Background: an optimization exercise with open tools, aiming at small area. Do not read the settings as production practice.
At most, simulation tests tie the RTL to the original design; equivalence was not proved.
No functional check of the RTL was part of run 2.
Power figures rest on the tool's default switching activity, not on a simulated workload.

$ cat design/flow/design.v
package adc_dc_pkg;
  localparam int unsigned DefW       = 16;
  localparam int unsigned DefAvgLog2 = 10;
endpackage
import adc_dc_pkg::*;
module adc_dc_chan
#(
  parameter int unsigned W        = DefW,
  parameter int unsigned AVG_LOG2 = DefAvgLog2
) (
  input  logic                clk,
  input  logic                rst_n,
  input  logic                din_valid,
  input  logic                win_first,
  input  logic                mean_ld,
  input  logic                bypass,
  input  logic signed [W-1:0] din,
  output logic signed [W-1:0] dout,
  output logic signed [W-1:0] mean
);
  localparam int unsigned AccW = W + AVG_LOG2;
  logic [AccW-1:0] acc_q, acc_a, acc_b, acc_d;
  logic [AccW:0]   acc_c;
  logic [W-1:0]    mean_q;
  logic [W-1:0]    s1_q, dout_q;
  logic [W-1:0]    sub_b, sub_s, sub_r;
  logic [W:0]      sub_c;
  logic            ovf;
  always_comb begin
    acc_a = win_first ? '0 : acc_q;
    acc_b = '0;
    acc_b[W-1:0] = din_valid ? {~din[W-1], din[W-2:0]} : '0;
    acc_c[0] = 1'b0;
    for (int i = 0; i < AccW; i++) begin
      acc_d[i]   = acc_a[i] ^ acc_b[i] ^ acc_c[i];
      acc_c[i+1] = (acc_a[i] & acc_b[i]) | (acc_c[i] & (acc_a[i] ^ acc_b[i]));
    end
  end
  always_comb begin
    sub_b    = ~(mean_q & {W{~bypass}});
    sub_c[0] = 1'b1;
    for (int i = 0; i < W; i++) begin
      sub_s[i]   = din[i] ^ sub_b[i] ^ sub_c[i];
      sub_c[i+1] = (din[i] & sub_b[i]) | (sub_c[i] & (din[i] ^ sub_b[i]));
    end
    ovf   = (din[W-1] == sub_b[W-1]) && (sub_s[W-1] != din[W-1]);
    sub_r = ovf ? {din[W-1], {(W-1){~din[W-1]}}} : sub_s;
  end
  always_ff @(posedge clk) begin
    acc_q  <= acc_d;
    s1_q   <= sub_r;
    dout_q <= s1_q;
  end
  always_ff @(posedge clk or negedge rst_n) begin
    if (!rst_n) begin
      mean_q <= '0;
    end else if (mean_ld) begin
      mean_q <= {~acc_d[AccW-1], acc_d[AccW-2:AVG_LOG2]};
    end
  end
  assign dout = dout_q;
  assign mean = mean_q;
endmodule
import adc_dc_pkg::*;
module adc_dc_remover
#(
  parameter int unsigned NCH      = 16,
  parameter int unsigned W        = DefW,
  parameter int unsigned AVG_LOG2 = DefAvgLog2
) (
  input  logic              CLK_20M,
  input  logic              RESET_n,
  input  logic              DIN_VALID,
  input  logic [NCH*W-1:0]  DIN,
  input  logic [NCH-1:0]    BYPASS,
  input  logic              MEAN_HOLD,
  output logic              DOUT_VALID,
  output logic [NCH*W-1:0]  DOUT,
  output logic [NCH*W-1:0]  MEAN_OUT,
  output logic              MEAN_UPDATE
);
  logic [AVG_LOG2-1:0] cnt_q;
  logic                win_first, win_last, mean_ld;
  logic                s1_valid_q, dout_valid_q, mean_update_q;
  always_comb begin
    win_first = ~|cnt_q;
    win_last  = &cnt_q;
    mean_ld   = DIN_VALID & win_last & ~MEAN_HOLD;
  end
  always_ff @(posedge CLK_20M or negedge RESET_n) begin
    if (!RESET_n) begin
      cnt_q         <= '0;
      s1_valid_q    <= 1'b0;
      dout_valid_q  <= 1'b0;
      mean_update_q <= 1'b0;
    end else begin
      if (DIN_VALID) cnt_q <= cnt_q + AVG_LOG2'(1);
      s1_valid_q    <= DIN_VALID;
      dout_valid_q  <= s1_valid_q;
      mean_update_q <= mean_ld;
    end
  end
  for (genvar k = 0; k < NCH; k++) begin : g_chan
    adc_dc_chan #(
      .W        (W),
      .AVG_LOG2 (AVG_LOG2)
    ) u_chan (
      .clk       (CLK_20M),
      .rst_n     (RESET_n),
      .din_valid (DIN_VALID),
      .win_first (win_first),
      .mean_ld   (mean_ld),
      .bypass    (BYPASS[k]),
      .din       (DIN[k*W +: W]),
      .dout      (DOUT[k*W +: W]),
      .mean      (MEAN_OUT[k*W +: W])
    );
  end
  assign DOUT_VALID  = dout_valid_q;
  assign MEAN_UPDATE = mean_update_q;
endmodule
$ cat design/flow/flow/run.sh
#!/bin/bash
# Standard ORFS layout with two changes: the port buffers are the smallest buffer
# (buf_1), and the clock tree uses clkbuf_8 with sink clusters of 20 and no dummy loads.
set -euo pipefail
CTS="-sink_clustering_enable -repair_clock_nets -dont_use_dummy_load -buf_list sky130_fd_sc_hd__clkbuf_8 -sink_clustering_size 20 -sink_clustering_max_diameter 60"
bash standard.sh \
  "BUFFER_PORTS_ARGS=-buffer_cell sky130_fd_sc_hd__buf_1" \
  "CTS_ARGS=$CTS" \
  finish > run_standard.log 2>&1
$ cat design/flow/standard.sh
#!/bin/bash
# synth_recipe.tcl (not shown) runs the flow's synth.tcl, then flattens the netlist and writes it again
# the make line also repeats each setting of config.mk as NAME=value (left out here)
make -C /OpenROAD-flow-scripts/flow DESIGN_CONFIG=/design/flow/config.mk WORK_HOME=/design/flow/orfs CLKGATE_MAP_FILE= SYNTH_SCRIPT=/design/flow/synth_recipe.tcl "${@:-finish}"
$ cat design/flow/config.mk
export PLATFORM = sky130hd
export DESIGN_NAME = adc_dc_remover
export DESIGN_NICKNAME = adc_dc_remover
export VERILOG_FILES = /design/flow/design.v
export SDC_FILE = /design/flow/constraint.sdc
export NUM_CORES = 4
export LEC_CHECK = 0
export CAP_MARGIN = 20
export CORE_MARGIN = 2
export CORE_UTILIZATION = 40
export SLEW_MARGIN = 20
$ cat design/flow/constraint.sdc
create_clock -name core_clock -period 10.0 [get_ports {CLK_20M}]
set_input_delay 2.0000 -clock core_clock [delete_from_list [all_inputs] [get_ports {CLK_20M}]]
set_output_delay 2.0000 -clock core_clock [all_outputs]
set_load 0.01 [all_outputs]
==> summary.txt, run 1 <==
- 1st-pass router iterations: 5
- Final Hold Viols: 0
- Drt via density: about 4.6
- Tmin final: 9630 ps
- Slowest-stage cell, CP: fa_1
- Drt initial violations: 1420
- Fin nets: 5598
- Port buffer count: 789
- Final WS setup: about 370 ps
- CTS Buffer Depth: 3
- P per Cell Area: 201 mW/mm2
- Worst Path Buf+Inv: 4
- Core area: between 0.1 and 0.15 mm2
- Yosys warns: 2
- # H-tree levels: 3
- Clock latency on the worst-skew pair: 830 ps
- Post-layout instance area: 0.0556 mm2
- Clk slew on worst S/H paths: 90 ps
- Total Wirelength: 124000 um
- Setup crit end kind: flip-flop
- Vias in the first global route: 31.2k
- Slew Limit Fails: 0
- Post-Synthesis Cells: around 3.9k
- Number of max-cap violations: 0
- Pleak: 25.9 nW
- Layout cell share with drive strength beyond 1: 0.0460
- Cell count of the worst reg-to-reg path: 33
- Initial core utilization: 0.403
- Reg-to-Reg End: g_chan[8].u_chan.mean_q[14]
- # fillers: 11.5k
- Global-route wire length before repair: 189000 um
- Peak supply drop: 0.150 mV
- Crit path kind: in -> reg
- Hold Crit Class: reg -> reg
- Synth cell types: 31
- Register area: 0.0253 mm2
- Fmax: a little over 100 MHz
- Initial antenna violation count: 26
- Min Hold Slack: about 280 ps
- Worst path top cell family by delay: adder cells
- GP Congestion: 0.862
- Slowest stage delay, CP: 420 ps
- Post-CTS Setup Bufs: 0
- Flop2flop setup slack: 510 ps
- Synth-to-layout area growth: 13.2%
- Synth top area share: 0.378
- Post-DP Area: 0.0541 mm2
- Final Cycle Share: 0.963
- Residual DRC: 0
- Die Area: between 0.1 and 0.15 mm2
- RSZ-0062 raised after global routing: false
- Vert. Die Dim: 354 um
- Area of the multi-input gates: between 0.02 and 0.025 mm2
- Most common library cells after synthesis: dfxtp_1 (928), and2_1 (544), fa_1 (464)
- Dominant cells by area after synthesis: dfxtp_1 (38%), fa_1 (19%), dfrtp_1 (14%)
- Post-synthesis async set-or-reset flop share: 0.225
- Commonest register cell after synthesis: dfxtp_1
- Outcome: finished clean
- GR Overflow Total: 0
- Syn Area/Cell: ~13 um2
- Dominant cell by count in the synthesized netlist: dfxtp_1
- Post-synth top area cell: dfxtp_1
- Final setup violation count: 0
- CTS resizes: 0
- Crit path to: g_chan[8].u_chan.mean_q[14]
- GRT Overall Usage: 0.199
- Syn nets: around 4.8k
- Post-synthesis sequential area ratio: 0.515
- Clk_skew: 91.3 ps
- Worst Max-Slew Pin Slew: 1160 ps
- Max-slew headroom: 0.227
- Total number of vias: around 29k
- Largest net degree at the start of global routing: 138
- CP Depth: 31
- CP Launch Type: input port
- Critical Path Fanout Max: 17
- Required @ worst endpoint: 10680 ps
- Post-DRT Antenna Nets: 0
- Critical path arrival: a little over 10000 ps
- R2r startpoint: cnt_q[0]
- Clock Sinks: about 1.2k
- Cell Rows: between 100 and 150
- Final HPWL DP: approximately 96000 um
- CP Launch Point: DIN_VALID
- Cell mode on critical path: fa_1
- Cts hold-fix bufs: 0
- Routed wire per std cell: 19.6 um
- Number of flops mapped to enable cells by yosys: 0
- CTS Buf Count: 107
- Mapped Area: 0.0491 mm2
- Die W: 354 um
- CTS tree: built
- Yosys reg bits: roughly 1.2k
- Root buf cell: clkbuf_8
- I/O pin total: 790
- Place WS: -511 ps
-- routing by layer --
layer  GRT usage  share of wire
met4      0.0666          0.035
met3      0.0635          0.075
met1       0.250           0.42
met5           0         0.0011
met2       0.323           0.47
-- logic make-up after synthesis --
family,after synthesis,synth area share
AND/OR/NAND/NOR,974,0.118
XOR/XNOR,25,0.00446
flip-flops,1197,0.515
adder cells (fa/ha/maj),652,0.236
AO/OA/AOI/OAI,263,0.0272
buffers and inverters,507,0.0407
multiplexers,256,0.0583
-- cells in the final DEF, fill, tap and decap left out, drive strengths merged, types with 2 or more instances in the layout --
cell type | Yosys | routed
dfxtp | 928 | 928
buf | 31 | 847
and2 | 544 | 544
fa | 464 | 464
inv | 355 | 355
dfrtp | 269 | 269
nor2b | 256 | 256
mux2 | 240 | 240
o21ai | 239 | 239
ha | 178 | 178
nand2 | 111 | 111
clkbuf | 121 | 109
nor2 | 21 | 21
xor2 | 19 | 19
a31oi | 16 | 16
mux2i | 16 | 16
or3 | 11 | 11
nand2b | 10 | 10
and3 | 10 | 10
maj3 | 10 | 10
diode | 0 | 8
a21oi | 8 | 8
xnor2 | 6 | 6
nand3 | 5 | 5
nor4b | 2 | 2
nand4 | 2 | 2
-- worst min path at each step --
stage                               from  slack (ps)  depth (start not counted)                     endpoint
6_report        g_chan[1].u_chan.s1_q[5]         280                          0   g_chan[1].u_chan.dout_q[5]
3_5_place_dp   g_chan[14].u_chan.s1_q[9]         310                          0  g_chan[14].u_chan.dout_q[9]
3_3_place_gp   g_chan[11].u_chan.s1_q[5]         310                          0  g_chan[11].u_chan.dout_q[5]
4_1_cts         g_chan[1].u_chan.s1_q[5]         280                          0   g_chan[1].u_chan.dout_q[5]
5_1_grt         g_chan[9].u_chan.s1_q[4]         290                          0   g_chan[9].u_chan.dout_q[4]
2_1_floorplan   g_chan[0].u_chan.s1_q[0]         310                          0   g_chan[0].u_chan.dout_q[0]
-- power by group --
group	internal (mW)	switching (mW)	total (mW)
combinational	1.22	1.55	2.77
clock	0.947	1.53	2.48
sequential	5.72	0.193	5.91
total	7.88	3.28	11.2
-- stage by stage --
| step | TNS [ps] | utilization | std cells | total power, mW |
|---|---|---|---|---|
| final | 0 | 0.456 | 6311 | 11.2 |
| after global routing | 0 | 0.456 | 6308 | 12.0 |
| after CTS | 0 | 0.456 | 6303 | 11.4 |
| after detailed placement | -19740 | 0.444 | 6196 | 8.83 |
| after global placement | -9490 | 0.444 | 6196 | 8.74 |
| after floorplan | 0 | - | 3874 | 7.85 |
-- sequential cells by signal, indices dropped and copies added (netlist names) --
register / flops
cnt_q: 10
dout_valid_q: 1
g_chan.u_chan.acc_q: 416
g_chan.u_chan.dout_q: 256
g_chan.u_chan.mean_q: 256
g_chan.u_chan.s1_q: 256
mean_update_q: 1
s1_valid_q: 1
-- area by class of cell --
class / instances / area share
clock buffers: 107 / 0.0265
well taps: 1625 / 0.0366
flip-flops and latches: 1197 / 0.455
multi-input cells: 2170 / 0.394
inverters: 355 / 0.0240
repair buffers: 849 / 0.0640
diodes: 8 / 0.000360
==> run 2, diff against run 1 <==
--- a/design/flow/design.v
+++ b/design/flow/design.v
@@ -83,7 +83,7 @@
   logic                win_first, win_last, mean_ld;
   logic                s1_valid_q, dout_valid_q, mean_update_q;
   always_comb begin
-    win_first = ~|cnt_q;
+    win_first = DIN_VALID & ~|cnt_q;
     win_last  = &cnt_q;
     mean_ld   = DIN_VALID & win_last & ~MEAN_HOLD;
   end
==> design/flow/run.sh (new file) <==
#!/bin/bash
# synth_recipe.tcl (not shown) runs the flow's synth.tcl, then flattens the netlist and writes it again
# the make line also repeats each setting of config.mk as NAME=value (left out here)
make -C /OpenROAD-flow-scripts/flow DESIGN_CONFIG=/design/flow/config.mk WORK_HOME=/design/flow/orfs CLKGATE_MAP_FILE= SYNTH_SCRIPT=/design/flow/synth_recipe.tcl finish
removed: design/flow/flow/run.sh
removed: design/flow/standard.sh
==> run 2 against run 1 <==
Register-to-register slack gained 480 ps; clock skew shrank 71 ps; non-clock buffer count grew 10; power grew 24%; via count grew 1.2%; core utilization grew 7.3 points; largest power group unchanged; critical endpoint is now g_chan[9].u_chan.mean_q[14]; global-route usage grew 0.72 points; setup slack gained 3.0 ps; synthesized cell count is essentially flat; routed wire length grew 3.6%; sequential power is essentially flat; sequential share of layout area shrank 6.3 points; largest cell class unchanged.
==> summary.txt, run 2 <==
- Setup_tns: 0 ps (unchanged)
- Pleak: 29.1 nW (+13%)
- Core area: 0.122 mm2 (+0.13%)
- Slowest-stage cell, CP: fa_1
- Synth cell types: 32 (+3.2%)
- Post-synth top area cell: dfxtp_1
- Hold Crit Class: reg -> reg
- Mapped Area: 0.0492 mm2 (+0.23%)
- Drt via density: 4.59 (-0.97%)
- Most common library cells after synthesis: dfxtp_1 (928), and2_1 (544), fa_1 (464)
- GRT Overall Usage: 0.206 (+0.00723)
- Peak supply drop: 0.166 mV (+11%)
- Total Wirelength: 128000 um (+3.6%)
- Fin nets: 5629 (+0.55%)
- Syn Area/Cell: 12.7 um2 (+0.30%)
- Die W: 355 um (+0.11%)
- Commonest register cell after synthesis: dfxtp_1
- Vias in the first global route: 31.8k (+2.0%)
- Placed insts: 6202 (+0.097%)
- GR Overflow Total: 0 (unchanged)
- Max reg flops: 416 (unchanged)
- CTS Buffer Depth: 3 (unchanged)
- Clock latency on the worst-skew pair: 750 ps (-80 ps)
- Clk_skew: 19.9 ps (-71.3 ps)
- Yosys reg bits: 1197 (unchanged)
- Critical path arrival: 10250 ps (-50 ps)
- Outcome: finished clean
- Cell Rows: 128 (unchanged)
- Fmax: 104 MHz (about the same)
- Root buf cell: clkbuf_16
- Routed wire per std cell: 19.8 um (+1.3%)
- Int Pwr: 10.1 mW (+28%)
- CTS tree: built
- Die Area: 0.126 mm2 (+0.22%)
- GP Congestion: 0.880 (+2.1%)
- Post-synthesis sequential area ratio: 0.514 (-0.00117)
- Residual DRC: 0 (unchanged)
- Syn nets: 4789 (-0.063%)
- Dominant cells by area after synthesis: dfxtp_1 (38%), fa_1 (19%), dfrtp_1 (14%)
- Final setup violation count: 0 (unchanged)
- Total number of vias: 29.6k (+1.2%)
- Worst Max-Slew Pin Slew: 1050 ps (-111 ps)
- Number of max-cap violations: 0 (unchanged)
- Reg power frac: 0.427 (-0.103)
- I/O pin total: 790 (unchanged)
- CP Launch Type: input port
- Switch Pwr: 3.77 mW (+15%)
- Drt initial violations: 1305 (-8.1%)
- Synth-to-layout area growth: 31.3%
- Vert. Die Dim: 355 um (+0.11%)
- Final HPWL DP: 98000 um (+2.0%)
- Most common cell after layout, fill and taps aside: dfxtp_1
- # fillers: 10.5k (-8.4%)
- Clk pwr share: 0.351 (+0.129)
- # H-tree levels: 4 (+1)
- Clk slew on worst S/H paths: 60 ps (-30 ps)
- Port buffer count: 789 (unchanged)
- Comb pwr share: 0.222 (-0.026)
- Post-DRT Antenna Nets: 0 (unchanged)
- Final Cycle Share: 0.963 (about the same)
- Cts hold-fix bufs: 0 (unchanged)
- Max-slew headroom: 0.301 (+0.0741)
- Synth top area share: 0.377 (-0.000855)
- Yosys warns: 2 (unchanged)
- Required @ worst endpoint: 10620 ps (-60 ps)
- Slowest stage delay, CP: 400 ps (-20 ps)
- Most frequent cells in the layout: dfxtp_1 (928), clkdlybuf4s50_1 (787), and2_1 (539)
- Final Hold Viols: 0 (unchanged)
- Critical Path Fanout Max: 18 (+1)
- Worst Hold Depth: 0 (unchanged)
- Clock Sinks: 1197 (unchanged)
- Top reg by flops: g_chan.u_chan.acc_q
- Initial core utilization: 0.403 (about the same)
- Net Sw Frac: 0.272 (-0.0217)
- Dominant cell by count in the synthesized netlist: dfxtp_1
- Crit path kind: in -> reg
- Global-route wire length before repair: 195000 um (+3.4%)
- Post-CTS Setup Bufs: 0 (unchanged)
- CTS Buf Count: 132 (+23%)
- Setup crit end kind: flip-flop
- Tmin final: 9630 ps (-2.95 ps)
- Largest net degree at the start of global routing: 138 (unchanged)
- Number of flops mapped to enable cells by yosys: 0 (unchanged)
- Cell count of the worst reg-to-reg path: 34 (+3.0%)
- 1st-pass router iterations: 5 (unchanged)
- Post-Synthesis Cells: 3871 (-0.077%)
- RSZ-0062 raised after global routing: false
- Finished Layout Cells: 6452 (+2.2%)
- Slew Limit Fails: 0 (unchanged)
- P per Cell Area: 215 mW/mm2 (+7.0%)
- CTS resizes: 0 (unchanged)
- Layout cell share with drive strength beyond 1: 0.119 (+0.0735)
- Post-synthesis async set-or-reset flop share: 0.225 (unchanged)
- Initial antenna violation count: 22 (-15%)
[run 2: critical path: cells and delay by family]
| kind | cells | cell delay (ps) |
|---|---|---|
| buffers and inverters | 4 | 440 |
| and+or+nand+nor | 3 | 620 |
| adders and majority gates | 25 | 6880 |
| muxes | 1 | 290 |
[run 2: final timing paths]
kind                                          startpoint                     endpoint  slack [ps]
worst min-delay path            g_chan[6].u_chan.s1_q[0]   g_chan[6].u_chan.dout_q[0]         320
max in group asynchronous                        RESET_n  g_chan[9].u_chan.mean_q[14]        7270
min in group asynchronous                        RESET_n  g_chan[10].u_chan.mean_q[1]        1250
worst max register to register                  cnt_q[0]  g_chan[9].u_chan.mean_q[14]         990
worst max-delay path                           DIN_VALID  g_chan[9].u_chan.mean_q[14]         370
worst min register to register  g_chan[6].u_chan.s1_q[0]   g_chan[6].u_chan.dout_q[0]         320
[run 2: kinds of logic after synthesis]
group           share of synthesized area
flops                               0.514
simple gates                        0.117
fa+ha+maj                           0.236
buf+inv                            0.0426
compound gates                     0.0269
mux                                0.0581
xor+xnor                          0.00445
[run 2: routing by layer]
layer  routed length (um)  vias to the layer above  GRT usage
met2                62000                      779      0.343
met5                  140                        -          0
met4                 3450                       24     0.0681
li1                     -                    13800          -
met3                 8930                      201     0.0615
met1                53400                    14800      0.256
[run 2: per-stage QoR]
step / utilization / setup slack [ps] / cell area (um2) / hold slack [ps] / total power [mW]
floorplan: - / -78.8 / 50500 / 310 / 8.04
global placement: 0.493 / -306 / 60200 / 310 / 9.05
detailed placement: 0.493 / -399 / 60200 / 312 / 9.15
CTS: 0.529 / 394 / 64600 / 319 / 14.1
global route: 0.530 / 76.4 / 64600 / 324 / 14.8
finish: 0.530 / 375 / 64600 / 321 / 13.9
[run 2: layout make-up]
class / count / area, um2 / area share
repair buffers: 859 / 8540 / 0.132
flip-flops and latches: 1197 / 25300 / 0.392
diodes: 5 / 12.5 / 0.000194
clock buffers: 191 / 3920 / 0.0607
clock inverters: 54 / 490 / 0.00759
well taps: 1625 / 2030 / 0.0315
inverters: 355 / 1330 / 0.0206
multi-input cells: 2166 / 23000 / 0.356
[run 2: power groups by stage]
stage                     clock network, mW  logic, mW  registers [mW]
after detailed placement                  0       3.14            6.01
after global routing                   5.19       3.60            6.00
final                                  4.87       3.09            5.92
after floorplan                           0       2.05            5.99
after CTS                              5.00       3.18            5.93
after global placement                    0       3.05            6.00
==> run 3, diff against run 2 <==
--- a/design/flow/design.v
+++ b/design/flow/design.v
@@ -37,8 +37,8 @@
     end
   end
   always_comb begin
-    sub_b    = ~(mean_q & {W{~bypass}});
-    sub_c[0] = 1'b1;
+    sub_b    = ~(mean_q | {W{bypass}});
+    sub_c[0] = ~bypass;
     for (int i = 0; i < W; i++) begin
       sub_s[i]   = din[i] ^ sub_b[i] ^ sub_c[i];
       sub_c[i+1] = (din[i] & sub_b[i]) | (sub_c[i] & (din[i] ^ sub_b[i]));
@@ -83,7 +83,7 @@
   logic                win_first, win_last, mean_ld;
   logic                s1_valid_q, dout_valid_q, mean_update_q;
   always_comb begin
-    win_first = DIN_VALID & ~|cnt_q;
+    win_first = ~|cnt_q;
     win_last  = &cnt_q;
     mean_ld   = DIN_VALID & win_last & ~MEAN_HOLD;
   end
--- a/design/flow/config.mk
+++ b/design/flow/config.mk
@@ -8,4 +8,7 @@
 export CAP_MARGIN = 20
 export CORE_MARGIN = 2
 export CORE_UTILIZATION = 40
+export CTS_BUF_LIST = sky130_fd_sc_hd__clkbuf_8
+export CTS_CLUSTER_DIAMETER = 40
+export CTS_CLUSTER_SIZE = 12
 export SLEW_MARGIN = 20
==> run 3 against run 2 <==
Synthesized cell count fell by 5.1%; critical endpoint is now g_chan[7].u_chan.mean_q[14]; die area up 0.66%; highest routed layer unchanged; setup slack better by 8.5 ps; core utilization fell by 1.2 points; clock skew is 32 ps higher; global-route usage up 0.086 points; worst hold slack lost 34 ps; clock power down 4.1%; via count shrank 1.4%; final cell count shrank 1.2%; first-iteration DRC count fell by 4.3%; maximum frequency about the same.
==> summary.txt, run 3 <==
- Post-Synthesis Cells: 3672 (-5.1%)
- Clock latency on the worst-skew pair: 890 ps (+140 ps)
- # H-tree levels: 4 (unchanged)
- Synth top area share: 0.375 (-0.00250)
- Post-synth top area cell: dfxtp_1
- Net Sw Frac: 0.294 (+0.0220)
- Metal-1 WL: 54500 um (+2.1%)
- Clk slew on worst S/H paths: 70 ps (about the same)
- Drt initial violations: 1249 (-4.3%)
- Slowest stage delay, CP: 470 ps (+70 ps)
- Cell mode on critical path: fa_1
- Most common library cells after synthesis: dfxtp_1 (928), and2_1 (544), fa_1 (480)
- Final Cycle Share: 0.962 (about the same)
- CTS Buffer Depth: 3 (unchanged)
- Post-CTS Setup Bufs: 0 (unchanged)
- Final Hold Viols: 0 (unchanged)
- Peak supply drop: 0.134 mV (-19%)
- Required @ worst endpoint: 10770 ps (+150 ps)
- Port buffer count: 789 (unchanged)
- Register area: 0.0253 mm2 (unchanged)
- Reg power frac: 0.422 (-0.005)
- I/O pin total: 790 (unchanged)
- 1st-pass router iterations: 5 (unchanged)
- Post-synthesis sequential area ratio: 0.511 (-0.00340)
- Vert. Die Dim: 356 um (+0.33%)
- Int Pwr: 10.4 mW (+2.5%)
- Clk_skew: 51.6 ps (+31.7 ps)
- Drt via density: 4.58 (-0.17%)
- Residual DRC: 0 (unchanged)
- Dominant cells by area after synthesis: dfxtp_1 (37%), fa_1 (19%), dfrtp_1 (14%)
- Critical Path Fanout Max: 2 (-16)
- Layout cell share with drive strength beyond 1: 0.147 (+0.0279)
- Setup crit end kind: flip-flop
- Final HPWL DP: 96700 um (-1.3%)
- Max Used Layer: met5
- Clock Sinks: 1197 (unchanged)
- Cell Rows: 129 (+0.78%)
- Initial core utilization: 0.402 (-0.00152)
- Commonest register cell after synthesis: dfxtp_1
- Die Area: 0.127 mm2 (+0.66%)
- Synth cell types: 38 (+19%)
- Mapped Area: 0.0496 mm2 (+0.67%)
- CTS resizes: 0 (unchanged)
- GR Overflow Total: 0 (unchanged)
- CTS Buf Count: 174 (+32%)
- Most common cell after layout, fill and taps aside: dfxtp_1
- # fillers: 10.7k (+2.1%)
- Global-route wire length before repair: 197000 um (+1.1%)
- Slowest-stage cell, CP: clkdlybuf4s50_1
- GRT Overall Usage: 0.207 (+0.000860)
- Synth-to-layout area growth: 28.8%
- Post-synthesis async set-or-reset flop share: 0.225 (unchanged)
- Critical path arrival: 10380 ps (+130 ps)
- Routed wl met3: 8270 um (-7.4%)
- CP Launch Type: input port
- CTS tree: built
- Tmin final: 9620 ps (-8.46 ps)
- GP Congestion: 0.848 (-3.6%)
- Syn Area/Cell: 13.5 um2 (+6.1%)
- Comb pwr share: 0.260 (+0.038)
- Syn nets: 4590 (-4.2%)
- Worst Max-Slew Pin Slew: 1130 ps (+84.7 ps)
- Vias in the first global route: 31.7k (-0.28%)
- Crit path kind: in -> reg
- Fin nets: 5500 (-2.3%)
- Yosys warns: 2 (unchanged)
- Dominant cell by count in the synthesized netlist: dfxtp_1
- Max reg flops: 416 (unchanged)
- Fmax: 104 MHz (about the same)
- Max-slew headroom: 0.240 (-0.0606)
- Clk pwr share: 0.318 (-0.033)
- Number of max-cap violations: 0 (unchanged)
- Hold Crit Class: reg -> reg
- Die W: 356 um (+0.33%)
- Yosys reg bits: 1197 (unchanged)
- Met2 wire length: 62200 um (+0.22%)
- Core area: 0.123 mm2 (+1.0%)
- Total Wirelength: 128000 um (about the same)
- P per Cell Area: 230 mW/mm2 (+7.0%)
- Tot Pwr: 14.7 mW (+5.7%)
- Area of the multi-input gates: 0.0228 mm2 (-0.88%)
- Routed wire per std cell: 20.1 um (+1.3%)
- Switch Pwr: 4.31 mW (+14%)
- Final setup violation count: 0 (unchanged)
- Root buf cell: clkbuf_8
- Place WS: -477 ps (-77.5 ps)
- Flop2flop setup slack: 540 ps (-450 ps)
- Outcome: finished clean
- Number of flops mapped to enable cells by yosys: 0 (unchanged)
- Top reg by flops: g_chan.u_chan.acc_q
- Slew Limit Fails: 0 (unchanged)
- Cts hold-fix bufs: 0 (unchanged)
- Largest net degree at the start of global routing: 128 (-7.2%)
- RSZ-0062 raised after global routing: false
- Most frequent cells in the layout: dfxtp_1 (928), clkdlybuf4s50_1 (787), and2_1 (544)
- Total number of vias: 29.2k (-1.4%)
- Final WS setup: 383 ps (+8.45 ps)
- Pleak: 28.0 nW (-4.0%)
- Initial antenna violation count: 15 (-32%)
- Post-DRT Antenna Nets: 0 (unchanged)
==> run 3: cell types whose count changed in the layout (fill, tap and decap cells not counted), sizes merged, moves of 16 or more <==
cell	delta
inv	-175
buf	+45
o21a	+215
fa	+16
nor2	+244
ha	-16
o21ai	-232
a21o	+25
nor2b	-240
bufinv	+22
clkinvlp	+17
==> run 3: final timing paths <==
| check | startpoint | to | cells after the start |
|---|---|---|---|
| max | DIN[112] | g_chan[7].u_chan.mean_q[14] | 30 |
| min | g_chan[3].u_chan.s1_q[0] | g_chan[3].u_chan.dout_q[0] | 0 |
| max reg2reg | cnt_q[0] | g_chan[7].u_chan.mean_q[14] | 35 |
| min reg2reg | g_chan[3].u_chan.s1_q[0] | g_chan[3].u_chan.dout_q[0] | 0 |
| max in group asynchronous | RESET_n | g_chan[3].u_chan.mean_q[15] | 2 |
| min in group asynchronous | RESET_n | g_chan[8].u_chan.mean_q[11] | 1 |
==> run 3: metrics by stage <==
step / area [um2] / utilization / hold slack, ps / setup TNS (ps) / instances
after global placement: 59600 / 0.483 / 310 / -19750 / 6043
after CTS: 63800 / 0.518 / 290 / 0 / 6366
final: 63900 / 0.518 / 286 / 0 / 6374
after floorplan: 49700 / - / 310 / -38.0 / 3672
after global routing: 63800 / 0.518 / 307 / 0 / 6372
after detailed placement: 59600 / 0.483 / 312 / -28050 / 6043
==> run 3: cell type report <==
cell class / count / area share
clock inverters: 132 / 0.0250
inverters: 142 / 0.00835
clock buffers: 191 / 0.0412
multi-input cells: 2162 / 0.357
repair buffers: 905 / 0.140
flip-flops and latches: 1197 / 0.396
well taps: 1637 / 0.0321
diodes: 8 / 0.000314
==> run 3: cells by family (layout without fill, tap and decap cells) <==
logic type	Yosys count	in the layout	synth area share
AND/OR/NAND/NOR	962	962	0.103
XOR/XNOR	25	25	0.00442
other	0	8	0
buffers and inverters	313	1370	0.0320
adder cells (fa/ha/maj)	654	654	0.237
AO/OA/AOI/OAI	265	265	0.0395
multiplexers	256	256	0.0729
flip-flops	1197	1197	0.511
==> run 3: critical path: cells and delay by family <==
kind	cells	cell delay [ps]
fa+ha+maj	25	7350
buf+inv	3	580
mux	1	260
simple gates	1	190
==> run 3: power groups by stage <==
stage | clock [mW] | sequential, mW | combinational [mW]
2_1_floorplan | 0 | 6.31 | 2.32
3_3_place_gp | 0 | 6.27 | 3.75
3_5_place_dp | 0 | 6.29 | 3.87
4_1_cts | 4.82 | 6.20 | 3.91
5_1_grt | 5.03 | 6.29 | 4.42
6_report | 4.67 | 6.19 | 3.81
==> run 3: routing by layer <==
| metal | vias up | global-route usage |
|---|---|---|
| li1 | 13600 | - |
| met1 | 14600 | 0.265 |
| met2 | 758 | 0.340 |
| met3 | 193 | 0.0557 |
| met4 | 6 | 0.0656 |
| met5 | - | 0 |
==> run 4, diff against run 3 <==
--- a/design/flow/config.mk
+++ b/design/flow/config.mk
@@ -7,7 +7,7 @@
 export LEC_CHECK = 0
 export CAP_MARGIN = 20
 export CORE_MARGIN = 2
-export CORE_UTILIZATION = 40
+export CORE_UTILIZATION = 75
 export CTS_BUF_LIST = sky130_fd_sc_hd__clkbuf_8
 export CTS_CLUSTER_DIAMETER = 40
 export CTS_CLUSTER_SIZE = 12
==> run 4 against run 3 <==
The layout now fails its checks (setup timing); critical path depth rose by 6; setup slack lost 840 ps; final cell count shrank 12%; sequential power increased by 3.4%; sequential cell count is the same; non-clock buffer count is 11 higher; clock skew decreased by 7.7 ps; sequential share of layout area increased by 1.1 points; final area shrank 2.8%; register-to-register slack got worse by 1000 ps; synthesized cell count stayed put.
==> summary.txt, run 4 <==
- Final Cycle Share: 1.05 (+0.0844)
- Simple-gate share of the synthesized area: 0.103 (unchanged)
- Tot Pwr: 15.3 mW (+4.4%)
- Total number of vias: 38.6k (+32%)
- Syn Area/Cell: 13.5 um2 (unchanged)
- Final HPWL DP: 100000 um (+3.4%)
- GRT busiest layer: met2
- Initial antenna violation count: 52 (+37)
- Post-DP Area: 0.0584 mm2 (-2.0%)
- Dominant cell by count in the synthesized netlist: dfxtp_1
- CTS tree: built
- Adder-cell share of the synthesized area: 0.237 (unchanged)
- Worst Hold Depth: 0 (unchanged)
- Cell count of the worst reg-to-reg path: 36 (+2.9%)
- GR Overflow Total: 0 (unchanged)
- Final Hold Viols: 0 (unchanged)
- Routed wire per std cell: 36.7 um (+83%)
- Number of max-cap violations: 0 (unchanged)
- Top reg by flops: g_chan.u_chan.acc_q
- Total Wirelength: 205000 um (+60%)
- Cell Rows: 94 (-27%)
- CTS Buf Count: 142 (-18%)
- Mux contribution to synthesized area: 0.0729 (unchanged)
- Most common library cells after synthesis: dfxtp_1 (928), and2_1 (544), fa_1 (480)
- I/O pin total: 790 (unchanged)
- Clk slew on worst S/H paths: 90 ps (+20 ps)
- Post-synthesis sequential area ratio: 0.511 (unchanged)
- Syn nets: 4590 (unchanged)
- Area of the multi-input gates: 0.0229 mm2 (+0.64%)
- Crit path kind: reg -> reg
- Slowest-stage cell, CP: dfrtp_2
- Setup crit end kind: flip-flop
- Final WS setup: -460 ps (-844 ps)
- Initial core utilization: 0.755 (+0.353)
- Layout Check Fails: setup timing
- Vias in the first global route: 38.9k (+23%)
- Min Hold Slack: 313 ps (+26.3 ps)
- Register area: 0.0253 mm2 (about the same)
- Cell mode on critical path: fa_1
- Cts hold-fix bufs: 0 (unchanged)
- Critical Path Fanout Max: 8 (+6)
- Pleak: 27.6 nW (-1.6%)
- Met1 Use GR: 0.534 (+0.270)
- Clk_skew: 44.0 ps (-7.68 ps)
- Slew Limit Fails: 0 (unchanged)
- Drt initial violations: 6860 (+450%)
- Die Area: 0.0682 mm2 (-46%)
- Core area: 0.0656 mm2 (-47%)
- Commonest register cell after synthesis: dfxtp_1
- Clock latency on the worst-skew pair: 900 ps (about the same)
- # fillers: 1663 (-84%)
- Dominant cells by area after synthesis: dfxtp_1 (37%), fa_1 (19%), dfrtp_1 (14%)
- CTS Buffer Depth: 3 (unchanged)
- Port buffer count: 789 (unchanged)
- Yosys warns: 2 (unchanged)
- Slowest stage delay, CP: 470 ps (about the same)
- Most common cell after layout, fill and taps aside: dfxtp_1
- Tmin final: 10460 ps (+844 ps)
- GRT Overall Usage: 0.508 (+0.302)
- Fmax: 95.6 MHz (-8.1%)
- Global-route wire length before repair: 249000 um (+26%)
- GP Congestion: 0.944 (+11%)
- 1st-pass router iterations: 8 (+3)
- Max-slew headroom: 0.0864 (-0.154)
- Synth-to-layout area growth: 25.2%
- Final setup violation count: 45 (+45)
- Compound-Gate Fraction of Synth Area: 0.0395 (unchanged)
- Required @ worst endpoint: 10710 ps (-60 ps)
- Post-Synthesis Cells: 3672 (unchanged)
- CP Launch Type: flip-flop
- Residual DRC: 0 (unchanged)
- P per Cell Area: 247 mW/mm2 (+7.5%)
- Most frequent cells in the layout: dfxtp_1 (928), clkdlybuf4s50_1 (784), and2_1 (544)
- Post-layout instance area: 0.0621 mm2 (-2.8%)
- Outcome: failed layout checks
- GR Util met3: 0.182 (+0.127)
- Post-synth top area cell: dfxtp_1
- Critical path arrival: 11170 ps (+790 ps)
- Place WS: -680 ps (-203 ps)
- Mapped Area: 0.0496 mm2 (unchanged)
- Drt via density: 6.91 (+51%)
- Post-synthesis async set-or-reset flop share: 0.225 (unchanged)
- Setup_tns: -9090 ps (-9090 ps)
- # H-tree levels: 4 (unchanged)
- Layout cell share with drive strength beyond 1: 0.145 (-0.00236)
- Largest net degree at the start of global routing: 185 (+45%)
- Clock Sinks: 1197 (unchanged)
- Number of flops mapped to enable cells by yosys: 0 (unchanged)
- Synth Area in XOR/XNOR: 0.00442 (unchanged)
- Largest family of logic cells by synthesized area: adder cells
- Vert. Die Dim: 261 um (-27%)
- Die W: 261 um (-27%)
- Post-DRT Antenna Nets: 0 (unchanged)
- Synth cell types: 38 (unchanged)
- Yosys reg bits: 1197 (unchanged)
- Max reg flops: 416 (unchanged)
- Synth top area share: 0.375 (unchanged)
- M2 GR Usage: 0.807 (+0.467)
- Root buf cell: clkbuf_8
- Hold Crit Class: reg -> reg
- Peak supply drop: 0.213 mV (+59%)
- Worst Max-Slew Pin Slew: 1370 ps (+232 ps)
- Fin nets: 5479 (-0.38%)
-- run 4: cell counts after synthesis --
No cell type changed its count.
-- run 4: what timing repair did --
item	in CTS	in global routing
gates cloned	0	7
setup endpoints to repair	4	52
resized for setup	5	61
pin swaps	0	6
buffers inserted	0	13
-- run 4: stage by stage --
stage                util  instances
finish              0.946       5590
global route        0.945       5575
CTS                 0.936       5518
detailed placement  0.890       5260
global placement    0.890       5260
floorplan               -       3672
-- run 4: metal layers --
metal / share of wire / vias up
met5: 0.0048 / -
met4: 0.14 / 42
met3: 0.15 / 2182
met2: 0.43 / 4809
met1: 0.28 / 18100
li1: - / 13500
-- run 4: worst max-delay path: cells and delay by family (launching register included) --
family / cells / cell delay [ps]
xor+xnor: 1 / 250
fa+ha+maj: 26 / 7940
buf+inv: 5 / 700
simple gates: 3 / 750
mux: 1 / 120
flops: 1 / 470
-- run 4: area by class of cell --
class                   count  area share
flip-flops and latches   1197       0.408
well taps                 864      0.0174
clock inverters            90      0.0111
clock buffers             168      0.0373
diodes                     51     0.00206
multi-input cells        2162       0.369
repair buffers            916       0.146
inverters                 142     0.00859
-- run 4: kinds of logic after synthesis --
logic type      after synthesis
simple gates                962
compound gates              265
buf+inv                     313
xor+xnor                     25
fa+ha+maj                   654
flops                      1197
mux                         256
-- run 4: path summary, 6_finish.rpt --
check                                          startpoint                      endpoint  slack [ps]
worst max-delay path                             cnt_q[0]  g_chan[10].u_chan.mean_q[15]        -460
worst max register to register                   cnt_q[0]  g_chan[10].u_chan.mean_q[15]        -460
worst min register to register  g_chan[0].u_chan.s1_q[12]   g_chan[0].u_chan.dout_q[12]         310
worst min-delay path            g_chan[0].u_chan.s1_q[12]   g_chan[0].u_chan.dout_q[12]         310
min in group asynchronous                         RESET_n   g_chan[6].u_chan.mean_q[11]        1090
max in group asynchronous                         RESET_n   g_chan[14].u_chan.mean_q[2]        7390
-- run 4: where the power goes --
part           internal, mW  switching [mW]
Combinational          2.20            2.91
Sequential             5.95           0.457
Clock                  1.75            2.06
==> run 5, diff against run 4 <==
==> design/flow/flow/run.sh (new file) <==
#!/bin/bash
# Standard ORFS layout with these changes: the port buffers are the smallest buffer (buf_1);
# after floorplanning every cell is swapped to the smallest cell of its family (downsize.tcl),
# and the later repair steps upsize only what timing needs; the clock tree uses clkbuf_8 with
# sink clusters of 20 and no dummy loads. All tool output is in run_standard.log and orfs/logs.
set -euo pipefail
HERE=$(pwd)
CTS="-sink_clustering_enable -repair_clock_nets -dont_use_dummy_load -buf_list sky130_fd_sc_hd__clkbuf_8 -sink_clustering_size 20 -sink_clustering_max_diameter 60"
bash standard.sh \
  "BUFFER_PORTS_ARGS=-buffer_cell sky130_fd_sc_hd__buf_1" \
  "CTS_ARGS=$CTS" \
  "POST_FLOORPLAN_TCL=$HERE/flow/downsize.tcl" \
  finish > run_standard.log 2>&1
==> design/flow/flow/downsize.tcl (new file) <==
# Swap every standard cell for the smallest-area cell of the same function family
# (same name up to the drive-strength suffix); later repair steps upsize what timing needs.
set db [ord::get_db]
set small [dict create]
foreach lib [$db getLibs] {
  foreach m [$lib getMasters] {
    set n [$m getName]
    if {![regexp {^(sky130_fd_sc_hd__[a-z0-9]+)_([0-9]+)$} $n -> base drv]} continue
    if {[regexp {clkbuf|clkinv|clkdly|dlygate|dlymetal|probe|lpflow|tap|fill|decap|conb} $base]} continue
    set a [expr {[$m getWidth] * [$m getHeight]}]
    if {![dict exists $small $base] || $a < [lindex [dict get $small $base] 1]} {
      dict set small $base [list $n $a]
    }
  }
}
set cnt 0
foreach inst [[ord::get_db_block] getInsts] {
  set n [[$inst getMaster] getName]
  if {![regexp {^(sky130_fd_sc_hd__[a-z0-9]+)_([0-9]+)$} $n -> base drv]} continue
  if {![dict exists $small $base]} continue
  lassign [dict get $small $base] to a
  set cur [expr {[[$inst getMaster] getWidth] * [[$inst getMaster] getHeight]}]
  if {$a < $cur} {
    replace_cell [$inst getName] $to
    incr cnt
  }
}
puts "downsize: replaced $cnt instances"
==> design/flow/standard.sh (new file) <==
#!/bin/bash
# synth_recipe.tcl (not shown) runs the flow's synth.tcl, then flattens the netlist and writes it again
# the make line also repeats each setting of config.mk as NAME=value (left out here)
make -C /OpenROAD-flow-scripts/flow DESIGN_CONFIG=/design/flow/config.mk WORK_HOME=/design/flow/orfs CLKGATE_MAP_FILE= SYNTH_SCRIPT=/design/flow/synth_recipe.tcl "${@:-finish}"
==> design/flow/config.mk (replaced) <==
export PLATFORM = sky130hd
export DESIGN_NAME = adc_dc_remover
export DESIGN_NICKNAME = adc_dc_remover
export VERILOG_FILES = /design/flow/design.v
export SDC_FILE = /design/flow/constraint.sdc
export NUM_CORES = 4
export LEC_CHECK = 0
export CAP_MARGIN = 20
export CORE_MARGIN = 2
export CORE_UTILIZATION = 65
export SLEW_MARGIN = 20
removed: design/flow/run.sh
==> run 5 against run 4 <==
Now clean on timing, DRC and antenna; maximum frequency grew 7.7%; sequential power shrank 3.3%; worst hold slack lost 39 ps; die area grew 15%; routed wire length shrank 44%; combinational power shrank 33%; critical path depth shrank 5; sequential share of layout area grew 6.1 points; count of clock-buffer cells in the layout shrank 86; sequential cell count is the same; largest power group unchanged.
==> summary.txt, run 5 <==
- Place WS: -507 ps (+173 ps)
- Worst Max-Slew Pin Slew: 1030 ps (-336 ps)
- Synth cell types: 38 (unchanged)
- GRT busiest layer: met2
- Drt via density: 5.22 (-24%)
- Post-synthesis sequential area ratio: 0.511 (unchanged)
- Cell mode on critical path: fa_1
- Finished Layout Cells: 5469 (-2.2%)
- Required @ worst endpoint: 10570 ps (-140 ps)
- Placed insts: 5366 (+2.0%)
- Initial antenna violation count: 26 (-50%)
- Die Area: 0.0785 mm2 (+15%)
- Min Hold Slack: 273 ps (-39.2 ps)
- Largest family of logic cells by synthesized area: adder cells
- Total Wirelength: 114000 um (-44%)
- Dominant cells by area after synthesis: dfxtp_1 (37%), fa_1 (19%), dfrtp_1 (14%)
- I/O pin total: 790 (unchanged)
- Post-synth top area cell: dfxtp_1
- Setup crit end kind: flip-flop
- Number of max-cap violations: 0 (unchanged)
- Core area: 0.0757 mm2 (+15%)
- Final setup violation count: 0 (-100%)
- GP Congestion: 0.903 (-4.4%)
- Simple-gate share of the synthesized area: 0.103 (unchanged)
- Slowest-stage cell, CP: fa_1
- GRT Overall Usage: 0.299 (-0.210)
- Switch Pwr: 3.60 mW (-34%)
- Post-synthesis async set-or-reset flop share: 0.225 (unchanged)
- Int Pwr: 8.20 mW (-17%)
- Syn nets: 4590 (unchanged)
- CTS Buffer Depth: 3 (unchanged)
- Port buffer count: 789 (unchanged)
- Top reg by flops: g_chan.u_chan.acc_q
- Critical path arrival: 10280 ps (-890 ps)
- Layout cell share with drive strength beyond 1: 0.0517 (-0.0934)
- Worst Path Buf+Inv: 4 (-1)
- Clock Sinks: 1197 (unchanged)
- Final WS setup: 285 ps (+745 ps)
- Final HPWL DP: 89100 um (-11%)
- Outcome: finished clean
- CTS tree: built
- Residual DRC: 0 (unchanged)
- Pleak: 24.4 nW (-12%)
- Net Sw Frac: 0.305 (-0.0491)
- Dominant cell by count in the synthesized netlist: dfxtp_1
- Clk slew on worst S/H paths: 110 ps (+20 ps)
- Tmin final: 9710 ps (-745 ps)
- Commonest register cell after synthesis: dfxtp_1
- Compound-Gate Fraction of Synth Area: 0.0395 (unchanged)
- Synth-to-layout area growth: 8.97%
- Final Hold Viols: 0 (unchanged)
- Synth Area in XOR/XNOR: 0.00442 (unchanged)
- Vias in the first global route: 29.6k (-24%)
- Mapped Area: 0.0496 mm2 (unchanged)
- Adder-cell share of the synthesized area: 0.237 (unchanged)
- Clk pwr share: 0.185 (-0.064)
- Fin nets: 5392 (-1.6%)
- Reg power frac: 0.525 (+0.107)
- Number of flops mapped to enable cells by yosys: 0 (unchanged)
- Max-slew headroom: 0.314 (+0.227)
- Most common cell after layout, fill and taps aside: dfxtp_1
- Slowest stage delay, CP: 420 ps (-50 ps)
- Worst path top cell family by delay: adder cells
- Mux contribution to synthesized area: 0.0729 (unchanged)
- Clock latency on the worst-skew pair: 710 ps (-190 ps)
- Critical Path Fanout Max: 24 (+16)
- Post-layout instance area: 0.0540 mm2 (-13%)
- Total number of vias: 28.5k (-26%)
- Post-DRT Antenna Nets: 0 (unchanged)
- Root buf cell: clkbuf_8
- Synth top area share: 0.375 (unchanged)
- Post-Synthesis Cells: 3672 (unchanged)
- CP Launch Type: input port
- Yosys reg bits: 1197 (unchanged)
- Post-DP Area: 0.0528 mm2 (-9.6%)
- GR Overflow Total: 0 (unchanged)
- M2 GR Usage: 0.487 (-0.320)
- CTS Buf Count: 82 (-42%)
- Fmax: 103 MHz (+7.7%)
- Initial core utilization: 0.655 (-0.100)
- Vert. Die Dim: 280 um (+7.3%)
- Hold Crit Class: reg -> reg
- Yosys warns: 2 (unchanged)
- # H-tree levels: 3 (-1)
- Global-route wire length before repair: 176000 um (-29%)
- Largest net degree at the start of global routing: 161 (-13%)
- Most frequent cells in the layout: dfxtp_1 (928), buf_1 (787), and2_1 (544)
- Cell Rows: 101 (+7.4%)
- Slew Limit Fails: 0 (unchanged)
- Routed wire per std cell: 20.9 um (-43%)
- Syn Area/Cell: 13.5 um2 (unchanged)
- Comb pwr share: 0.290 (-0.043)
- Max reg flops: 416 (unchanged)
- 1st-pass router iterations: 5 (-3)
- GR Util met3: 0.0731 (-0.109)
- Crit path kind: in -> reg
- Clk_skew: 68.9 ps (+24.9 ps)
- Setup_tns: 0 ps (+9090 ps)
- Drt initial violations: 1455 (-79%)
- Die W: 280 um (+7.3%)
- Met1 Use GR: 0.390 (-0.144)
- Most common library cells after synthesis: dfxtp_1 (928), and2_1 (544), fa_1 (480)
- P per Cell Area: 218 mW/mm2 (-12%)
- Peak supply drop: 0.136 mV (-36%)
- Final Cycle Share: 0.971 (-0.0745)
run 5: through the flow:
step                       util  total power [mW]
after CTS                 0.712              11.9
after global placement    0.697              9.58
after global routing      0.713              12.7
after detailed placement  0.697              9.73
final                     0.714              11.8
after floorplan               -              8.62
run 5: final cells by class:
type,count,area [um2]
antenna,19,47.5
inverter,142,533
sequential,1197,25300
tap,978,1220
timing repair buffer,889,3820
fill,5587,21700
clock buffer,82,1130
multi-input combinational,2162,21900
run 5: routing by layer:
metal	part of all wire	vias up
met5	0.00092	-
met4	0.038	16
met3	0.069	218
met2	0.48	816
met1	0.41	14300
li1	-	13200
run 5: repair_timing:
item	4_1_cts	5_1_grt
hold buffers	0	0
gates resized for setup	0	2
setup endpoints to repair	0	37
setup buffers	0	2
run 5: power by group through the flow:
stage	clock network (mW)	registers, mW	logic (mW)
after floorplan	0	6.31	2.32
after global placement	0	6.26	3.32
after detailed placement	0	6.29	3.43
after CTS	2.24	6.20	3.47
after global routing	2.40	6.29	4.01
final	2.18	6.19	3.42
run 5: worst register-to-register path: cells and delay by family, from the launching register on:
family	cells	cell delay [ps]
buf+inv	5	540
simple gates	3	640
fa+ha+maj	26	7510
flops	1	470
mux	1	290
run 5: worst paths after layout:
path	startpoint	slack, ps	cells past startpoint	end
worst max-delay path	DIN_VALID	290	31	g_chan[3].u_chan.mean_q[14]
worst min-delay path	g_chan[12].u_chan.s1_q[4]	270	0	g_chan[12].u_chan.dout_q[4]
worst max register to register	cnt_q[0]	410	35	g_chan[3].u_chan.mean_q[14]
worst min register to register	g_chan[12].u_chan.s1_q[4]	270	0	g_chan[12].u_chan.dout_q[4]
max in group asynchronous	RESET_n	7150	3	g_chan[12].u_chan.mean_q[2]
min in group asynchronous	RESET_n	1410	2	g_chan[5].u_chan.mean_q[6]
run 5: cell families after synthesis:
group                    count (synthesis)
buffers and inverters                  313
adder cells (fa/ha/maj)                654
flip-flops                            1197
XOR/XNOR                                25
multiplexers                           256
AND/OR/NAND/NOR                        962
AO/OA/AOI/OAI                          265
==> run 6, diff against run 5 <==
==> design/flow/flow/run.sh (replaced) <==
#!/bin/bash
# Standard ORFS layout with these changes: the port buffers are the smallest buffer (buf_1);
# after floorplanning every cell is swapped to the smallest cell of its family (downsize.tcl),
# and the later repair steps upsize only what timing needs; the clock tree uses clkbuf_8 with
# sink clusters of 18 and no dummy loads. All tool output is in run_standard.log and orfs/logs.
set -euo pipefail
HERE=$(pwd)
CTS="-sink_clustering_enable -repair_clock_nets -dont_use_dummy_load -buf_list sky130_fd_sc_hd__clkbuf_8 -sink_clustering_size 18 -sink_clustering_max_diameter 60"
bash standard.sh \
  "BUFFER_PORTS_ARGS=-buffer_cell sky130_fd_sc_hd__buf_1" \
  "CTS_ARGS=$CTS" \
  "POST_FLOORPLAN_TCL=$HERE/flow/downsize.tcl" \
  finish > run_standard.log 2>&1
--- a/design/flow/config.mk
+++ b/design/flow/config.mk
@@ -7,5 +7,5 @@
 export LEC_CHECK = 0
 export CAP_MARGIN = 20
 export CORE_MARGIN = 2
-export CORE_UTILIZATION = 65
+export CORE_UTILIZATION = 75
 export SLEW_MARGIN = 20
==> run 6 against run 5 <==
Synthesized cell count unchanged; largest cell class unchanged; critical endpoint is now g_chan[0].u_chan.mean_q[14]; sequential power about the same; critical path type unchanged; count of clock-buffer cells in the layout decreased by 4; still clean on timing, DRC and antenna; register-to-register slack improved by 40 ps; non-clock buffer count decreased by 26; clock power decreased by 3%; highest routed layer unchanged.
==> summary.txt, run 6 <==
- Outcome: finished clean
- Final Hold Viols: 0 (unchanged)
- Most frequent cells in the layout: dfxtp_1 (928), buf_1 (787), and2_1 (544)
- # fillers: 3922 (-30%)
- Worst Max-Slew Pin Slew: 1110 ps (+78.9 ps)
- Setup crit end kind: flip-flop
- Critical Path Fanout Max: 47 (+96%)
- CTS Buffer Depth: 3 (unchanged)
- Initial antenna violation count: 33 (+27%)
- Reg-to-Reg End: g_chan[0].u_chan.mean_q[14]
- Final HPWL DP: 87500 um (-1.8%)
- Top reg by flops: g_chan.u_chan.acc_q
- Met1 Use GR: 0.437 (+0.0465)
- Dominant cells by area after synthesis: dfxtp_1 (37%), fa_1 (19%), dfrtp_1 (14%)
- Drt initial violations: 1750 (+20%)
- Crit path kind: in -> reg
- Slew Limit Fails: 0 (unchanged)
- Post-synthesis sequential area ratio: 0.511 (unchanged)
- Post-DRT Antenna Nets: 0 (unchanged)
- Cts hold-fix bufs: 0 (unchanged)
- Initial core utilization: 0.755 (+0.100)
- Clk_skew: 45.1 ps (-23.8 ps)
- Dominant cell by count in the synthesized netlist: dfxtp_1
- Mapped Area: 0.0496 mm2 (unchanged)
- Hold path startpoint: g_chan[1].u_chan.s1_q[13]
- Yosys reg bits: 1197 (unchanged)
- Root buf cell: clkbuf_8
- Number of flops mapped to enable cells by yosys: 0 (unchanged)
- # H-tree levels: 3 (unchanged)
- Area of the multi-input gates: 0.0219 mm2 (about the same)
- Setup_tns: 0 ps (unchanged)
- Die W: 261 um (-6.8%)
- Most common library cells after synthesis: dfxtp_1 (928), and2_1 (544), fa_1 (480)
- Comb pwr share: 0.293 (+0.003)
- Worst Hold Depth: 0 (unchanged)
- Number of max-cap violations: 0 (unchanged)
- CTS resizes: 0 (unchanged)
- CTS tree: built
- Syn nets: 4590 (unchanged)
- Post-CTS Setup Bufs: 0 (unchanged)
- Cell count of the worst reg-to-reg path: 34 (-2.9%)
- GR Util met3: 0.0777 (+0.00461)
- Hold Crit Class: reg -> reg
- Register area: 0.0253 mm2 (unchanged)
- Syn Area/Cell: 13.5 um2 (unchanged)
- Post-synthesis async set-or-reset flop share: 0.225 (unchanged)
- Slowest-stage cell, CP: fa_1
- Port buffer count: 789 (unchanged)
- Peak supply drop: 0.187 mV (+37%)
- Total number of vias: 28.9k (+1.4%)
- Synth top area share: 0.375 (unchanged)
- GRT Overall Usage: 0.338 (+0.0397)
- Slowest stage delay, CP: 410 ps (about the same)
- Most common cell after layout, fill and taps aside: dfxtp_1
- Vert. Die Dim: 261 um (-6.8%)
- Min Hold Slack: 298 ps (+24.5 ps)
- P per Cell Area: 219 mW/mm2 (+0.35%)
- Fin nets: 5362 (-0.56%)
- Synth cell types: 38 (unchanged)
- Required @ worst endpoint: 10590 ps (+20 ps)
- Layout cell share with drive strength beyond 1: 0.0450 (-0.00663)
- Cell Rows: 94 (-6.9%)
- R2r startpoint: cnt_q[0]
- Drt via density: 5.43 (+4.0%)
- Reg power frac: 0.527 (+0.002)
- Fmax: 103 MHz (-0.30%)
- M2 GR Usage: 0.541 (+0.0538)
- GRT busiest layer: met2
- Net Sw Frac: 0.306 (+0.000998)
- Switch Pwr: 3.60 mW (about the same)
- Pleak: 24.2 nW (-0.60%)
- Max-slew headroom: 0.261 (-0.0526)
- Vias in the first global route: 30.2k (+1.8%)
- Tmin final: 9740 ps (+28.8 ps)
- Final setup violation count: 0 (unchanged)
- Commonest register cell after synthesis: dfxtp_1
- Max reg flops: 416 (unchanged)
- Synth-to-layout area growth: 8.19%
- Residual DRC: 0 (unchanged)
- GR Overflow Total: 0 (unchanged)
- Hold EP: g_chan[1].u_chan.dout_q[13]
- Clock Sinks: 1197 (unchanged)
- Cell mode on critical path: fa_1
- Critical path arrival: 10330 ps (+50 ps)
- Int Pwr: 8.16 mW (-0.51%)
- Core area: 0.0656 mm2 (-13%)
- Final Cycle Share: 0.974 (+0.00288)
- Yosys warns: 2 (unchanged)
- Post-Synthesis Cells: 3672 (unchanged)
- Post-synth top area cell: dfxtp_1
- GP Congestion: 0.929 (+2.8%)
- CP Launch Type: input port
- Total Wirelength: 113000 um (-1.4%)
- Clk slew on worst S/H paths: 110 ps (about the same)
- Clk pwr share: 0.181 (-0.004)
- Global-route wire length before repair: 173000 um (-1.7%)
- Routed wire per std cell: 21.2 um (+1.2%)
- 1st-pass router iterations: 5 (unchanged)
- Die Area: 0.0682 mm2 (-13%)
- I/O pin total: 790 (unchanged)
- CTS Buf Count: 78 (-4.9%)
- Clock latency on the worst-skew pair: 700 ps (about the same)
- Largest net degree at the start of global routing: 179 (+11%)
- Flop2flop setup slack: 450 ps (+40 ps)
run 6: cell counts after synthesis:
Identical to the previous run, type by type.
run 6: cell families after synthesis:
family          after synthesis  synth area share
mux                         256            0.0729
fa+ha+maj                   654             0.237
simple gates                962             0.103
flops                      1197             0.511
compound gates              265            0.0395
buf+inv                     313            0.0320
xor+xnor                     25           0.00442
run 6: how the worst max path moves through the flow:
stage                         start                            to  slack, ps
after CTS                 DIN_VALID   g_chan[0].u_chan.mean_q[14]        330
after global placement    DIN_VALID   g_chan[3].u_chan.mean_q[14]       -210
after global routing      DIN_VALID   g_chan[0].u_chan.mean_q[14]         -9
after detailed placement  DIN_VALID   g_chan[0].u_chan.mean_q[14]       -440
after floorplan           DIN_VALID  g_chan[15].u_chan.mean_q[14]        -40
final                     DIN_VALID   g_chan[0].u_chan.mean_q[14]        260
run 6: worst max-delay path: cells and delay by family:
kind	cells	cell delay, ps
adders and majority gates	25	7340
buffers and inverters	4	460
muxes	1	300
and+or+nand+nor	1	170
run 6: layout make-up:
type,instances,area share
Antenna cell,25,0.00117
Clock buffer,78,0.0200
Multi-Input combinational cell,2162,0.409
Inverter,142,0.00994
Sequential cell,1197,0.472
Timing Repair Buffer,863,0.0676
Tap cell,864,0.0202
run 6: power groups by stage:
| stage | registers, mW | logic [mW] | clock network [mW] |
|---|---|---|---|
| global placement | 6.25 | 3.26 | 0 |
| finish | 6.19 | 3.44 | 2.12 |
| detailed placement | 6.30 | 3.43 | 0 |
| floorplan | 6.31 | 2.32 | 0 |
| global route | 6.29 | 3.99 | 2.31 |
| CTS | 6.19 | 3.48 | 2.16 |
run 6: per-stage QoR:
stage / worst slack (ps) / area [um2] / total power, mW / std cells / utilization
5_1_grt: -9.16 / 53600 / 12.6 / 5329 / 0.817
3_3_place_gp: -207 / 52500 / 9.51 / 5228 / 0.800
2_1_floorplan: -38.0 / 49700 / 8.62 / 3672 / -
6_report: 256 / 53600 / 11.8 / 5331 / 0.817
3_5_place_dp: -444 / 52500 / 9.72 / 5228 / 0.800
4_1_cts: 329 / 53600 / 11.8 / 5306 / 0.816
run 6: per-layer routing:
layer | up-vias | wire, um | share of wire
met5 | - | 107 | 0.00095
met4 | 16 | 6630 | 0.059
met3 | 316 | 7850 | 0.069
met2 | 1021 | 54500 | 0.48
met1 | 14500 | 43800 | 0.39
li1 | 13100 | - | -
==> run 7, diff against run 6 <==
==> design/flow/flow/run.sh (replaced) <==
#!/bin/bash
# Standard ORFS layout with these changes: the port buffers are the smallest buffer (buf_1);
# after floorplanning every cell is swapped to the smallest cell of its family (downsize.tcl),
# and the later repair steps upsize only what timing needs; the clock tree uses clkbuf_8 with
# sink clusters of 18 and no dummy loads; after global routing, cells off the critical
# paths are sized down again (RECOVER_POWER). All tool output is in run_standard.log and orfs/logs.
set -euo pipefail
HERE=$(pwd)
CTS="-sink_clustering_enable -repair_clock_nets -dont_use_dummy_load -buf_list sky130_fd_sc_hd__clkbuf_8 -sink_clustering_size 18 -sink_clustering_max_diameter 60"
bash standard.sh \
  "BUFFER_PORTS_ARGS=-buffer_cell sky130_fd_sc_hd__buf_1" \
  "CTS_ARGS=$CTS" \
  "POST_FLOORPLAN_TCL=$HERE/flow/downsize.tcl" \
  RECOVER_POWER=100 \
  finish > run_standard.log 2>&1
==> run 7 against run 6 <==
The layout now fails its checks (capacitance limit, slew limit); via count fell by 0.30%; clock power hardly changed; sequential cell count unchanged; clock skew decreased by 0.76 ps; worst hold slack worse by 1.8 ps; setup slack better by 8.2 ps; first-iteration DRC count grew 8.2%; sequential power hardly changed; critical endpoint unchanged; largest cell class unchanged; largest power group unchanged; highest routed layer unchanged.
==> summary.txt, run 7 <==
- Port buffer count: 789 (unchanged)
- Hold EP: g_chan[1].u_chan.dout_q[13]
- Top reg by flops: g_chan.u_chan.acc_q
- # H-tree levels: 3 (unchanged)
- Most frequent cells in the layout: dfxtp_1 (928), buf_1 (746), and2_1 (534)
- Placed insts: 5228 (unchanged)
- Die W: 261 um (unchanged)
- Residual DRC: 0 (unchanged)
- Commonest register cell after synthesis: dfxtp_1
- Dominant cell by count in the synthesized netlist: dfxtp_1
- Syn Area/Cell: 13.5 um2 (unchanged)
- Place WS: -444 ps (unchanged)
- Routed wire per std cell: 21.2 um (about the same)
- Layout cell share with drive strength beyond 1: 0.0414 (-0.00360)
- Yosys reg bits: 1197 (unchanged)
- CTS resizes: 0 (unchanged)
- Critical path arrival: 10330 ps (about the same)
- Final WS setup: 264 ps (+8.16 ps)
- Register area: 0.0253 mm2 (unchanged)
- Post-synth top area cell: dfxtp_1
- GR Overflow Total: 0 (unchanged)
- Worst path top cell family by delay: adder cells
- Post-DP Area: 0.0525 mm2 (unchanged)
- Yosys warns: 2 (unchanged)
- Required @ worst endpoint: 10590 ps (about the same)
- Slowest-stage cell, CP: fa_1
- Final HPWL DP: 87500 um (unchanged)
- Cell count of the worst reg-to-reg path: 34 (unchanged)
- Worst Hold Depth: 0 (unchanged)
- Mapped Area: 0.0496 mm2 (unchanged)
- Crit path kind: in -> reg
- P per Cell Area: 219 mW/mm2 (+0.13%)
- Fmax: 103 MHz (about the same)
- Number of flops mapped to enable cells by yosys: 0 (unchanged)
- Clock Sinks: 1197 (unchanged)
- Worst Path Buf+Inv: 4 (unchanged)
- Synth-to-layout area growth: 8.05%
- Hold path startpoint: g_chan[1].u_chan.s1_q[13]
- Post-layout instance area: 0.0536 mm2 (-0.13%)
- Cts hold-fix bufs: 0 (unchanged)
- Max-slew headroom: -1.63 (-1.89)
- Most common cell after layout, fill and taps aside: dfxtp_1
- GRT Overall Usage: 0.338 (unchanged)
- Drt initial violations: 1893 (+8.2%)
- Worst Max-Slew Pin Slew: 3940 ps (+2830 ps)
- Initial antenna violation count: 33 (unchanged)
- Final Hold Viols: 0 (unchanged)
- Initial core utilization: 0.755 (unchanged)
- CTS Buffer Depth: 3 (unchanged)
- Slew Limit Fails: 278 (+278)
- Root buf cell: clkbuf_8
- Largest net degree at the start of global routing: 179 (unchanged)
- Layout Check Fails: capacitance limit, slew limit
- Vert. Die Dim: 261 um (unchanged)
- Area of the multi-input gates: 0.0219 mm2 (about the same)
- Post-DRT Antenna Nets: 0 (unchanged)
- Reg-to-Reg End: g_chan[3].u_chan.mean_q[14]
- Finished Layout Cells: 5332 (+0.019%)
- Tmin final: 9740 ps (-8.16 ps)
- Post-CTS Setup Bufs: 0 (unchanged)
- Total Wirelength: 113000 um (about the same)
- Dominant cells by area after synthesis: dfxtp_1 (37%), fa_1 (19%), dfrtp_1 (14%)
- CTS Buf Count: 78 (unchanged)
- Hold Crit Class: reg -> reg
- Outcome: failed layout checks
- Slowest stage delay, CP: 410 ps (about the same)
- Tot Pwr: 11.8 mW (about the same)
- Total number of vias: 28.9k (-0.30%)
- Critical Path Fanout Max: 47 (unchanged)
- 1st-pass router iterations: 5 (unchanged)
- Final setup violation count: 0 (unchanged)
- Most common library cells after synthesis: dfxtp_1 (928), and2_1 (544), fa_1 (480)
- Pleak: 24.1 nW (-0.28%)
- Global-route wire length before repair: 173000 um (unchanged)
- Peak supply drop: 0.187 mV (about the same)
- Number of max-cap violations: 5 (+5)
- Fin nets: 5362 (unchanged)
- Vias in the first global route: 30.2k (unchanged)
- CP Launch Type: input port
- Core area: 0.0656 mm2 (unchanged)
- Clock latency on the worst-skew pair: 700 ps (about the same)
- Min Hold Slack: 296 ps (-1.82 ps)
- Final Cycle Share: 0.974 (about the same)
- I/O pin total: 790 (unchanged)
- Syn nets: 4590 (unchanged)
- Synth cell types: 38 (unchanged)
- # fillers: 3946 (+0.61%)
- Die Area: 0.0682 mm2 (unchanged)
- GP Congestion: 0.929 (unchanged)
- Post-synthesis sequential area ratio: 0.511 (unchanged)
- Synth top area share: 0.375 (unchanged)
- R2r startpoint: cnt_q[0]
- Flop2flop setup slack: 440 ps (about the same)
- Cell mode on critical path: fa_1
- CTS tree: built
- Setup crit end kind: flip-flop
- Post-Synthesis Cells: 3672 (unchanged)
- Drt via density: 5.41 (-0.32%)
- Max reg flops: 416 (unchanged)
- Clk slew on worst S/H paths: 110 ps (about the same)
- Post-synthesis async set-or-reset flop share: 0.225 (unchanged)
- Clk_skew: 44.3 ps (-0.765 ps)
- Cell Rows: 94 (unchanged)
==> run 7: cell counts after synthesis <==
Identical to the previous run, type by type.
==> run 7: how the worst max path moves through the flow <==
stage	start	endpoint	slack, ps	cells after the start
after floorplan	DIN_VALID	g_chan[15].u_chan.mean_q[14]	-40	32
after global placement	DIN_VALID	g_chan[3].u_chan.mean_q[14]	-210	31
after detailed placement	DIN_VALID	g_chan[0].u_chan.mean_q[14]	-440	31
after CTS	DIN_VALID	g_chan[0].u_chan.mean_q[14]	330	31
after global routing	DIN_VALID	g_chan[0].u_chan.mean_q[14]	-10	31
final	DIN_VALID	g_chan[0].u_chan.mean_q[14]	260	31
==> run 7: area by class of cell <==
cell class | instances | area share
antenna | 26 | 0.00121
timing repair buffer | 863 | 0.0664
multi-input combinational | 2162 | 0.410
tap | 864 | 0.0202
sequential | 1197 | 0.473
inverter | 142 | 0.00995
clock buffer | 78 | 0.0200
==> run 7: through the flow <==
stage / util / setup TNS, ps
final: 0.816 / 0
after floorplan: - / -38.0
after CTS: 0.816 / 0
after global placement: 0.800 / -4050
after global routing: 0.816 / -9.58
after detailed placement: 0.800 / -14180
==> run 7: logic make-up after synthesis <==
logic type | Yosys count | synth area share
simple gates | 962 | 0.103
compound gates | 265 | 0.0395
buf+inv | 313 | 0.0320
flops | 1197 | 0.511
fa+ha+maj | 654 | 0.237
mux | 256 | 0.0729
xor+xnor | 25 | 0.00442
==> run 7: power by group <==
part | total [mW] | internal, mW | leakage, nW | switching, mW
registers | 6.19 | 5.93 | 11.4 | 0.261
clock network | 2.12 | 0.705 | 0.561 | 1.42
logic | 3.44 | 1.52 | 12.1 | 1.92
==> run 7: routing by layer <==
metal / vias up / global-route usage / part of all wire
met5: - / 0 / 0.00095
met4: 16 / 0.179 / 0.059
met3: 315 / 0.0777 / 0.073
met2: 1051 / 0.541 / 0.48
met1: 14300 / 0.437 / 0.39
li1: 13100 / - / -

==> afterwards: timing with drivers on the ports <==
The flow's constraints put no driver on any port. The routed layouts listed below were extracted and timed again, unchanged, in two steps. Step 1: set_driving_cell puts a clkbuf_16 on CLK_20M and a buf_2 on each other input, an assumption about the parent block. Step 2 also shifts input and output timing later by t, the mid clock arrival at the registers, as if the neighbouring blocks saw the same clock. Slacks: no drivers / after step 1 / after step 2; pairs: no drivers / after step 1.
run | t, ns | slack for setup (ns)
run 1 | 0.859 | 0.372 / 0.422 / -0.437
run 2 | 0.814 | 0.375 / 0.411 / -0.403
run 3 | 0.938 | 0.383 / 0.436 / -0.502
run 4 | 0.941 | -0.460 / -0.490 / -1.430
run 5 | 0.753 | 0.285 / 0.316 / -0.437
run 6 | 0.741 | 0.256 / 0.277 / -0.464
run 7 | 0.743 | 0.264 / 0.286 / -0.457
